This is an optimization exercise on Yosys and OpenROAD, whose aim is small area, not a production implementation. In this exercise RTL edits were held to simulation tests only and were not proved equivalent to the original.

==> branch sierra: inputs <==
==> flow/design.v <==
module instr_mem_sync #(
  parameter int DATA_W    = 32,
  parameter int DEPTH     = 64,
  parameter int ADDR_W    = 32,
  parameter int BYTE_ADDR = 1
) (
  input  logic              clk,
  input  logic              rst_n,
  input  logic              fetch_req,
  input  logic [ADDR_W-1:0] pc,
  input  logic              stall,
  output logic [DATA_W-1:0] instr,
  output logic              instr_valid,
  output logic              fault,
  input  logic              load_start,
  input  logic              load_valid,
  input  logic [DATA_W-1:0] load_data,
  output logic              load_busy,
  output logic              load_done
);
  localparam int NRING = 16;    
  logic [5:0] ptr;
  logic [5:0] ptr_nx;
  logic       do_write;
  assign do_write = rst_n && load_busy && load_valid && !load_start;
  always_ff @(posedge clk) begin
    if (!rst_n) begin
      load_busy <= 1'b0;
      load_done <= 1'b0;
    end else begin
      load_done <= 1'b0;
      if (load_start) begin
        load_busy <= 1'b1;
      end else if (load_busy && load_valid && ptr == 6'd63) begin
        load_busy <= 1'b0;
        load_done <= 1'b1;
      end
    end
  end
  always_comb begin
    if (!rst_n || load_start)          ptr_nx = '0;
    else if (load_busy && load_valid)  ptr_nx = ptr + 1'b1;
    else                               ptr_nx = ptr;
  end
  always_ff @(posedge clk) ptr <= ptr_nx;
  logic [1:0] tv [4];
  logic [1:0] t;
  assign t = tv[0];
  always_ff @(posedge clk)
    for (int s2 = 0; s2 < 4; s2++) tv[s2] <= 2'(s2) + t + 2'd1;
  logic [DATA_W-1:0] w0 [4];
  always_ff @(posedge clk) begin
    for (int j = 0; j < 4; j++)
      if (do_write && ptr == 6'(j)) w0[j] <= load_data;
  end
  logic              pv [4];
  logic [5:0]        pa [4];
  logic [DATA_W-1:0] pd [4];
  logic              hit [4];    
  logic              lcand;      
  logic [15:1]       lcring;     
  logic [3:1]        land;       
  assign pv[0] = do_write && (ptr[5:2] != 4'd0);
  assign pa[0] = ptr;
  assign pd[0] = load_data;
  assign hit[0] = do_write && lcand;
  always_comb
    for (int k = 1; k < 4; k++) hit[k] = land[k];
  always_ff @(posedge clk) begin
    for (int k = 1; k < 4; k++) begin
      pv[k] <= pv[k-1] && !hit[k-1];
      pa[k] <= pa[k-1];
      pd[k] <= pd[k-1];
    end
    land[1] <= pv[0] && (pa[0][1:0] == t + 2'd1);
    land[2] <= pv[1] && (pa[1][1:0] == t + 2'd1);
    land[3] <= pv[2] && (pa[2][1:0] == t + 2'd1);
    lcand   <= (ptr_nx[5:2] != 4'd0) && (ptr_nx[1:0] == t + 2'd1);
    for (int g = 1; g < 16; g++)
      lcring[g] <= (ptr_nx[5:2] == 4'(g)) && (ptr_nx[1:0] == t + 2'd1);
  end
  logic [3:0] wsel;      
  always_comb begin
    wsel[0] = hit[0];
    wsel[1] = hit[1] && !hit[0];
    wsel[2] = hit[2] && !hit[1] && !hit[0];
    wsel[3] = hit[3] && !hit[2] && !hit[1] && !hit[0];
  end
  logic [DATA_W-1:0] wdata;
  genvar b, r, s;
  generate
    for (b = 0; b < DATA_W; b++) begin : g_wbus
      assign wdata[b] = (wsel[0] && pd[0][b]) || (wsel[1] && pd[1][b]) ||
                        (wsel[2] && pd[2][b]) || (wsel[3] && pd[3][b]);
    end
  endgenerate
  logic [DATA_W-1:0] ring [NRING][4];
  logic [NRING-1:0]  rwe;
  always_comb
    for (int g = 0; g < NRING; g++)
      rwe[g] = (g != 0 && do_write && lcring[g == 0 ? 1 : g]) || (hit[1] && pa[1][5:2] == 4'(g)) ||
               (hit[2] && pa[2][5:2] == 4'(g)) || (hit[3] && pa[3][5:2] == 4'(g));
  generate
    for (r = 1; r < NRING; r++) begin : g_ring
      logic [DATA_W-1:0] port_d;
      for (b = 0; b < DATA_W; b++) begin : g_port
        o22ag u_port (.a({ring[r][0][b], rwe[r]}), .b({wdata[b], !rwe[r]}), .y(port_d[b]));
      end
      always_ff @(posedge clk) begin
        ring[r][0] <= ring[r][1];
        ring[r][1] <= ring[r][2];
        ring[r][2] <= ring[r][3];
        ring[r][3] <= port_d;
      end
    end
  endgenerate
  logic [5:0]        ra;
  logic              bad;
  logic              take;     
  logic              upd;      
  logic [3:1]        fwd;
  logic              nofwd;
  logic [DATA_W-1:0] instr_d;
  assign ra    = pc[7:2];
  assign bad   = (pc[1:0] != 2'b00) || (pc[ADDR_W-1:8] != '0);
  assign take  = rst_n && !stall && !load_busy && fetch_req && !bad;
  assign upd   = !rst_n || (!stall && !load_busy && fetch_req);
  logic [63:0] asel;     
  logic        aok;      
  logic [3:1]  fok;      
  logic        hold;
  always_comb begin
    fwd[1] = pv[1] && pa[1] == ra;
    fwd[2] = pv[2] && pa[2] == ra && !fwd[1];
    fwd[3] = pv[3] && pa[3] == ra && !fwd[1] && !fwd[2];
    nofwd  = !(pv[1] && pa[1] == ra) && !(pv[2] && pa[2] == ra) && !(pv[3] && pa[3] == ra);
    for (int g = 1; g < NRING; g++)
      for (int s2 = 0; s2 < 4; s2++)
        asel[4*(g-1)+s2] = ra[5:2] == 4'(g) && ra[1:0] == tv[s2];
    for (int j = 0; j < 4; j++)
      asel[60+j] = ra == 6'(j);
    aok  = take && nofwd;
    for (int k = 1; k < 4; k++) fok[k] = take && fwd[k];
    hold = !upd;
  end
  generate
    for (b = 0; b < DATA_W; b++) begin : g_rd
      logic [63:0] d;
      for (r = 1; r < NRING; r++) begin : g_rr
        for (s = 0; s < 4; s++) begin : g_rs
          assign d[4*(r-1)+s] = ring[r][s][b];
        end
      end
      assign d[60] = w0[0][b];
      assign d[61] = w0[1][b];
      assign d[62] = w0[2][b];
      assign d[63] = w0[3][b];
      logic [21:0] n;
      logic [5:0]  p;
      logic [1:0]  u;
      logic [1:0]  h;
      for (r = 0; r < 21; r++) begin : g_a
        aoi222 u_a (.s(asel[3*r+2:3*r]), .d(d[3*r+2:3*r]), .y(n[r]));
      end
      nand2g u_n21 (.a({asel[63], d[63]}), .y(n[21]));
      nand4g u_p0 (.a(n[3:0]),   .y(p[0]));
      nand4g u_p1 (.a(n[7:4]),   .y(p[1]));
      nand4g u_p2 (.a(n[11:8]),  .y(p[2]));
      nand4g u_p3 (.a(n[15:12]), .y(p[3]));
      nand3g u_p4 (.a(n[18:16]), .y(p[4]));
      nand3g u_p5 (.a(n[21:19]), .y(p[5]));
      o31aig u_u0 (.a(p[2:0]), .b(aok), .y(u[0]));
      o31aig u_u1 (.a(p[5:3]), .b(aok), .y(u[1]));
      assign h[0] = !((fok[1] && pd[1][b]) || (fok[2] && pd[2][b]));
      assign h[1] = !((fok[3] && pd[3][b]) || (hold && instr[b]));
      nand4g u_y (.a({h, u}), .y(instr_d[b]));
    end
  endgenerate
  always_ff @(posedge clk) begin
    instr <= instr_d;
    if (!rst_n) begin
      instr_valid <= 1'b0;
      fault       <= 1'b0;
    end else if (!stall) begin
      instr_valid <= !load_busy && fetch_req;
      fault       <= !load_busy && fetch_req && bad;
    end
  end
endmodule
module aoi222 (input logic [2:0] s, input logic [2:0] d, output logic y);
  assign y = !((s[0] && d[0]) || (s[1] && d[1]) || (s[2] && d[2]));
endmodule
module nand2g (input logic [1:0] a, output logic y);
  assign y = !(&a);
endmodule
module nand3g (input logic [2:0] a, output logic y);
  assign y = !(&a);
endmodule
module nand4g (input logic [3:0] a, output logic y);
  assign y = !(&a);
endmodule
module o31aig (input logic [2:0] a, input logic b, output logic y);
  assign y = !((|a) && b);
endmodule
module o22ag (input logic [1:0] a, input logic [1:0] b, output logic y);
  assign y = (a[0] || a[1]) && (b[0] || b[1]);
endmodule
==> flow/run.sh <==
#!/bin/bash
# synth_recipe.tcl (not shown) runs the flow's synth.tcl, then flattens the netlist and writes it again
# the make line also repeats each setting of config.mk as NAME=value (left out here)
make -C /OpenROAD-flow-scripts/flow DESIGN_CONFIG=/design/flow/config.mk WORK_HOME=/design/flow/orfs CLKGATE_MAP_FILE= SYNTH_SCRIPT=/design/flow/synth_recipe.tcl finish
==> flow/config.mk <==
export PLATFORM = sky130hd
export DESIGN_NAME = instr_mem_sync
export DESIGN_NICKNAME = instr_mem_sync
export VERILOG_FILES = /design/flow/design.v
export SDC_FILE = /design/flow/constraint.sdc
export NUM_CORES = 4
export LEC_CHECK = 0
export CAP_MARGIN = 20
export CORE_MARGIN = 2
export CORE_UTILIZATION = 55
export CTS_CLUSTER_DIAMETER = 80
export CTS_CLUSTER_SIZE = 25
export GPL_TIMING_DRIVEN = 0
export SETUP_SLACK_MARGIN = 0.2
export SLEW_MARGIN = 20
export SYNTH_HIERARCHICAL = 1
export SYNTH_MINIMUM_KEEP_SIZE = 0
==> flow/constraint.sdc <==
create_clock -name core_clock -period 4.0 [get_ports {clk}]
set_input_delay 0.8000 -clock core_clock [delete_from_list [all_inputs] [get_ports {clk}]]
set_output_delay 0.8000 -clock core_clock [all_outputs]
set_load 0.01 [all_outputs]
==> inputs of branch indigo, as changes to branch sierra <==
==> flow/design.v (replaced) <==
module instr_mem_sync #(
  parameter int DATA_W    = 32,
  parameter int DEPTH     = 64,
  parameter int ADDR_W    = 32,
  parameter int BYTE_ADDR = 1
) (
  input  logic              clk,
  input  logic              rst_n,
  input  logic              fetch_req,
  input  logic [ADDR_W-1:0] pc,
  input  logic              stall,
  output logic [DATA_W-1:0] instr,
  output logic              instr_valid,
  output logic              fault,
  input  logic              load_start,
  input  logic              load_valid,
  input  logic [DATA_W-1:0] load_data,
  output logic              load_busy,
  output logic              load_done
);
  localparam int NRING = 16;    
  logic [5:0] ptr;
  logic       do_write;
  assign do_write = rst_n && load_busy && load_valid && !load_start;
  always_ff @(posedge clk) begin
    if (!rst_n) begin
      ptr       <= '0;
      load_busy <= 1'b0;
      load_done <= 1'b0;
    end else begin
      load_done <= 1'b0;
      if (load_start) begin
        ptr       <= '0;
        load_busy <= 1'b1;
      end else if (load_busy && load_valid) begin
        ptr <= ptr + 1'b1;
        if (ptr == 6'd63) begin
          load_busy <= 1'b0;
          load_done <= 1'b1;
        end
      end
    end
  end
  logic [1:0] t;
  always_ff @(posedge clk) t <= t + 2'd1;
  logic [DATA_W-1:0] w0 [4];
  always_ff @(posedge clk) begin
    for (int j = 0; j < 4; j++)
      if (do_write && ptr == 6'(j)) w0[j] <= load_data;
  end
  logic              pv [4];
  logic [5:0]        pa [4];
  logic [DATA_W-1:0] pd [4];
  logic              hit [4];    
  assign pv[0] = do_write && (ptr[5:2] != 4'd0);
  assign pa[0] = ptr;
  assign pd[0] = load_data;
  always_comb
    for (int k = 0; k < 4; k++) hit[k] = pv[k] && (pa[k][1:0] == t);
  always_ff @(posedge clk) begin
    for (int k = 1; k < 4; k++) begin
      pv[k] <= pv[k-1] && !hit[k-1];
      pa[k] <= pa[k-1];
      pd[k] <= pd[k-1];
    end
  end
  logic       wen;
  logic [3:0] wring;
  logic [3:0] wsel;      
  always_comb begin
    wen   = 1'b0;
    wring = pa[3][5:2];
    wsel  = 4'b0000;
    for (int k = 3; k >= 0; k--) begin
      if (hit[k]) begin
        wen   = 1'b1;
        wring = pa[k][5:2];
        wsel  = 4'b0001 << k;
      end
    end
  end
  logic [DATA_W-1:0] wdata;
  genvar b, r, s;
  generate
    for (b = 0; b < DATA_W; b++) begin : g_wbus
      assign wdata[b] = (wsel[0] && pd[0][b]) || (wsel[1] && pd[1][b]) ||
                        (wsel[2] && pd[2][b]) || (wsel[3] && pd[3][b]);
    end
  endgenerate
  logic [DATA_W-1:0] ring [NRING][4];
  logic [NRING-1:0]  rwe;
  always_comb
    for (int g = 0; g < NRING; g++) rwe[g] = wen && (wring == 4'(g));
  generate
    for (r = 1; r < NRING; r++) begin : g_ring
      logic [DATA_W-1:0] port_d;
      for (b = 0; b < DATA_W; b++) begin : g_port
        assign port_d[b] = rwe[r] ? wdata[b] : ring[r][0][b];
      end
      always_ff @(posedge clk) begin
        ring[r][0] <= ring[r][1];
        ring[r][1] <= ring[r][2];
        ring[r][2] <= ring[r][3];
        ring[r][3] <= port_d;
      end
    end
  endgenerate
  logic [5:0]        ra;
  logic [1:0]        rslot;
  logic              bad;
  logic              take;     
  logic              upd;      
  logic [3:1]        fwd;
  logic              nofwd;
  logic [DATA_W-1:0] instr_d;
  assign ra    = pc[7:2];
  assign rslot = ra[1:0] - t;
  assign bad   = (pc[1:0] != 2'b00) || (pc[ADDR_W-1:8] != '0);
  assign take  = rst_n && !stall && !load_busy && fetch_req && !bad;
  assign upd   = !rst_n || (!stall && !load_busy && fetch_req);
  logic [63:0] asel;     
  logic        aok;      
  logic [3:1]  fok;      
  logic        hold;
  always_comb begin
    fwd[1] = pv[1] && pa[1] == ra;
    fwd[2] = pv[2] && pa[2] == ra && !fwd[1];
    fwd[3] = pv[3] && pa[3] == ra && !fwd[1] && !fwd[2];
    nofwd  = !(pv[1] && pa[1] == ra) && !(pv[2] && pa[2] == ra) && !(pv[3] && pa[3] == ra);
    for (int g = 1; g < NRING; g++)
      for (int s2 = 0; s2 < 4; s2++)
        asel[4*(g-1)+s2] = ra[5:2] == 4'(g) && rslot == 2'(s2);
    for (int j = 0; j < 4; j++)
      asel[60+j] = ra == 6'(j);
    aok  = take && nofwd;
    for (int k = 1; k < 4; k++) fok[k] = take && fwd[k];
    hold = !upd;
  end
  generate
    for (b = 0; b < DATA_W; b++) begin : g_rd
      logic [63:0] d;
      for (r = 1; r < NRING; r++) begin : g_rr
        for (s = 0; s < 4; s++) begin : g_rs
          assign d[4*(r-1)+s] = ring[r][s][b];
        end
      end
      assign d[60] = w0[0][b];
      assign d[61] = w0[1][b];
      assign d[62] = w0[2][b];
      assign d[63] = w0[3][b];
      logic [20:0] n;
      logic        arr;
      for (r = 0; r < 21; r++) begin : g_a
        aoi222 u (.s(asel[3*r+2:3*r]), .d(d[3*r+2:3*r]), .y(n[r]));
      end
      assign arr = !(&n) || (asel[63] && d[63]);
      assign instr_d[b] = (aok && arr) || (fok[1] && pd[1][b]) || (fok[2] && pd[2][b]) ||
                          (fok[3] && pd[3][b]) || (hold && instr[b]);
    end
  endgenerate
  always_ff @(posedge clk) begin
    instr <= instr_d;
    if (!rst_n) begin
      instr_valid <= 1'b0;
      fault       <= 1'b0;
    end else if (!stall) begin
      instr_valid <= !load_busy && fetch_req;
      fault       <= !load_busy && fetch_req && bad;
    end
  end
endmodule
module aoi222 (input logic [2:0] s, input logic [2:0] d, output logic y);
  assign y = !((s[0] && d[0]) || (s[1] && d[1]) || (s[2] && d[2]));
endmodule
- CTS_CLUSTER_DIAMETER: 80 -> 100
- CTS_CLUSTER_SIZE: 25 -> 30
- SETUP_SLACK_MARGIN: 0.2 -> default
==> inputs of branch willow, as changes to branch sierra <==
--- a/flow/design.v
+++ b/flow/design.v
@@ -18,7 +18,7 @@
   output logic              load_busy,
   output logic              load_done
 );
-  localparam int NRING = 16;    
+  localparam int NRING = 16;
   logic [5:0] ptr;
   logic [5:0] ptr_nx;
   logic       do_write;
@@ -48,19 +48,13 @@
   assign t = tv[0];
   always_ff @(posedge clk)
     for (int s2 = 0; s2 < 4; s2++) tv[s2] <= 2'(s2) + t + 2'd1;
-  logic [DATA_W-1:0] w0 [4];
-  always_ff @(posedge clk) begin
-    for (int j = 0; j < 4; j++)
-      if (do_write && ptr == 6'(j)) w0[j] <= load_data;
-  end
   logic              pv [4];
   logic [5:0]        pa [4];
   logic [DATA_W-1:0] pd [4];
   logic              hit [4];    
   logic              lcand;      
-  logic [15:1]       lcring;     
   logic [3:1]        land;       
-  assign pv[0] = do_write && (ptr[5:2] != 4'd0);
+  assign pv[0] = do_write;
   assign pa[0] = ptr;
   assign pd[0] = load_data;
   assign hit[0] = do_write && lcand;
@@ -75,36 +69,47 @@
     land[1] <= pv[0] && (pa[0][1:0] == t + 2'd1);
     land[2] <= pv[1] && (pa[1][1:0] == t + 2'd1);
     land[3] <= pv[2] && (pa[2][1:0] == t + 2'd1);
-    lcand   <= (ptr_nx[5:2] != 4'd0) && (ptr_nx[1:0] == t + 2'd1);
-    for (int g = 1; g < 16; g++)
-      lcring[g] <= (ptr_nx[5:2] == 4'(g)) && (ptr_nx[1:0] == t + 2'd1);
-  end
+    lcand   <= (ptr_nx[1:0] == t + 2'd1);
+  end
+  logic [3:0] ha, hb;    
   logic [3:0] wsel;      
+  logic [3:0] wsel0;     
   always_comb begin
-    wsel[0] = hit[0];
-    wsel[1] = hit[1] && !hit[0];
-    wsel[2] = hit[2] && !hit[1] && !hit[0];
-    wsel[3] = hit[3] && !hit[2] && !hit[1] && !hit[0];
-  end
-  logic [DATA_W-1:0] wdata;
+    for (int k = 0; k < 4; k++) begin
+      ha[k] = hit[k] && (pa[k][5:2] != 4'd0);
+      hb[k] = hit[k] && (pa[k][5:2] == 4'd0);
+    end
+    wsel[0]  = ha[0];
+    wsel[1]  = ha[1] && !ha[0];
+    wsel[2]  = ha[2] && !ha[1] && !ha[0];
+    wsel[3]  = ha[3] && !ha[2] && !ha[1] && !ha[0];
+    wsel0[0] = hb[0];
+    wsel0[1] = hb[1] && !hb[0];
+    wsel0[2] = hb[2] && !hb[1] && !hb[0];
+    wsel0[3] = hb[3] && !hb[2] && !hb[1] && !hb[0];
+  end
+  logic [DATA_W-1:0] wdata, wdata0;
   genvar b, r, s;
   generate
     for (b = 0; b < DATA_W; b++) begin : g_wbus
-      assign wdata[b] = (wsel[0] && pd[0][b]) || (wsel[1] && pd[1][b]) ||
-                        (wsel[2] && pd[2][b]) || (wsel[3] && pd[3][b]);
+      assign wdata[b]  = (wsel[0] && pd[0][b]) || (wsel[1] && pd[1][b]) ||
+                         (wsel[2] && pd[2][b]) || (wsel[3] && pd[3][b]);
+      assign wdata0[b] = (wsel0[0] && pd[0][b]) || (wsel0[1] && pd[1][b]) ||
+                         (wsel0[2] && pd[2][b]) || (wsel0[3] && pd[3][b]);
     end
   endgenerate
   logic [DATA_W-1:0] ring [NRING][4];
   logic [NRING-1:0]  rwe;
   always_comb
     for (int g = 0; g < NRING; g++)
-      rwe[g] = (g != 0 && do_write && lcring[g == 0 ? 1 : g]) || (hit[1] && pa[1][5:2] == 4'(g)) ||
+      rwe[g] = (hit[0] && pa[0][5:2] == 4'(g)) || (hit[1] && pa[1][5:2] == 4'(g)) ||
                (hit[2] && pa[2][5:2] == 4'(g)) || (hit[3] && pa[3][5:2] == 4'(g));
   generate
-    for (r = 1; r < NRING; r++) begin : g_ring
+    for (r = 0; r < NRING; r++) begin : g_ring
       logic [DATA_W-1:0] port_d;
       for (b = 0; b < DATA_W; b++) begin : g_port
-        o22ag u_port (.a({ring[r][0][b], rwe[r]}), .b({wdata[b], !rwe[r]}), .y(port_d[b]));
+        o22ag u_port (.a({ring[r][0][b], rwe[r]}), .b({(r == 0) ? wdata0[b] : wdata[b], !rwe[r]}),
+                      .y(port_d[b]));
       end
       always_ff @(posedge clk) begin
         ring[r][0] <= ring[r][1];
@@ -137,8 +142,8 @@
     for (int g = 1; g < NRING; g++)
       for (int s2 = 0; s2 < 4; s2++)
         asel[4*(g-1)+s2] = ra[5:2] == 4'(g) && ra[1:0] == tv[s2];
-    for (int j = 0; j < 4; j++)
-      asel[60+j] = ra == 6'(j);
+    for (int s2 = 0; s2 < 4; s2++)
+      asel[60+s2] = ra[5:2] == 4'd0 && ra[1:0] == tv[s2];
     aok  = take && nofwd;
     for (int k = 1; k < 4; k++) fok[k] = take && fwd[k];
     hold = !upd;
@@ -151,10 +156,10 @@
           assign d[4*(r-1)+s] = ring[r][s][b];
         end
       end
-      assign d[60] = w0[0][b];
-      assign d[61] = w0[1][b];
-      assign d[62] = w0[2][b];
-      assign d[63] = w0[3][b];
+      assign d[60] = ring[0][0][b];
+      assign d[61] = ring[0][1][b];
+      assign d[62] = ring[0][2][b];
+      assign d[63] = ring[0][3][b];
       logic [21:0] n;
       logic [5:0]  p;
       logic [1:0]  u;
- CORE_UTILIZATION: 55 -> 70
- CTS_CLUSTER_DIAMETER: 80 -> 100
- CTS_CLUSTER_SIZE: 25 -> 30
- PLACE_DENSITY: default -> 0.78
- SETUP_SLACK_MARGIN: 0.2 -> 0.35
==> inputs of branch onyx, as changes to branch sierra <==
--- a/flow/design.v
+++ b/flow/design.v
@@ -58,7 +58,6 @@
   logic [DATA_W-1:0] pd [4];
   logic              hit [4];    
   logic              lcand;      
-  logic [15:1]       lcring;     
   logic [3:1]        land;       
   assign pv[0] = do_write && (ptr[5:2] != 4'd0);
   assign pa[0] = ptr;
@@ -76,8 +75,6 @@
     land[2] <= pv[1] && (pa[1][1:0] == t + 2'd1);
     land[3] <= pv[2] && (pa[2][1:0] == t + 2'd1);
     lcand   <= (ptr_nx[5:2] != 4'd0) && (ptr_nx[1:0] == t + 2'd1);
-    for (int g = 1; g < 16; g++)
-      lcring[g] <= (ptr_nx[5:2] == 4'(g)) && (ptr_nx[1:0] == t + 2'd1);
   end
   logic [3:0] wsel;      
   always_comb begin
@@ -98,7 +95,7 @@
   logic [NRING-1:0]  rwe;
   always_comb
     for (int g = 0; g < NRING; g++)
-      rwe[g] = (g != 0 && do_write && lcring[g == 0 ? 1 : g]) || (hit[1] && pa[1][5:2] == 4'(g)) ||
+      rwe[g] = (hit[0] && pa[0][5:2] == 4'(g)) || (hit[1] && pa[1][5:2] == 4'(g)) ||
                (hit[2] && pa[2][5:2] == 4'(g)) || (hit[3] && pa[3][5:2] == 4'(g));
   generate
     for (r = 1; r < NRING; r++) begin : g_ring
- CTS_CLUSTER_DIAMETER: 80 -> 100
- CTS_CLUSTER_SIZE: 25 -> 30
==> comparison table <==
| metric | branch willow | branch sierra | branch indigo | branch onyx |
|---|---|---|---|---|
| Placement-stage worst setup slack | -1099 ps | -977.3 ps | -2406 ps | -850.2 ps |
| Max stage delay on crit path | 570 ps | 940 ps | 730 ps | 840 ps |
| Status | complete, no violations | complete, no violations | finished with violations | complete, no violations |
| Layout check failures | - | - | negative setup slack | - |
| Number of multi-input combinational cells | 2166 | 2016 | 1916 | 1985 |
| Initial antenna violation count | 14 | 1 | 5 | 6 |
| Worst slew margin relative to its limit | 19.14% | 26.06% | 23.81% | 28.46% |
| Area Growth Syn to Fin | 13.84% | 14.30% | 12.99% | 14.27% |
| Net Count, Synth | 4551 | 4404 | 4335 | 4347 |
| Post-layout utilization of the core | 80.22% | 63.08% | 62.36% | 63.31% |
| Post-DP Area | 0.06819 mm^2 | 0.06891 mm^2 | 0.06812 mm^2 | 0.06869 mm^2 |
| Path length in cells of the critical path | 10 | 9 | 15 | 9 |
| Number of synthesized register bits | 2217 | 2232 | 2209 | 2217 |
| Starting density of the core | 70.46% | 55.19% | 55.19% | 55.40% |
| Register-to-register setup slack | 260 ps | 370 ps | 60 ps | 320 ps |

[separate check: timing with driven ports]
No port has a modelled driver above. Below, the same layouts with a new extraction and two added sets of constraints. Step 1, drivers: a clkbuf_16 drives clk and a buf_2 each remaining input, both assumed. Step 2 moves the port delays by t, midway between the first and last clock arrival at a register: inputs arrive t later, outputs are due t later. That takes back most of the time a late clock gives input paths. Three values: no drivers, after step 1, after step 2; two values: the first two.
| run | t, ns | setup WS [ns] | pins driven straight from the clock port |
|---|---|---|---|
| branch sierra | 0.793 | 0.185 / 0.243 / -0.550 | 1 |
| branch indigo | 0.772 | -0.009 / 0.016 / -0.757 | 1 |
| branch willow | 0.753 | 0.260 / 0.229 / -0.524 | 1 |
| branch onyx | 0.788 | 0.155 / 0.214 / -0.574 | 1 |
Met with ideal ports but missed after step 2: setup timing in branch sierra, branch willow and branch onyx. For branch willow, which loses most, drivers alone change the setup slack by -0.031 ns; drivers and shift together by -0.784 ns.
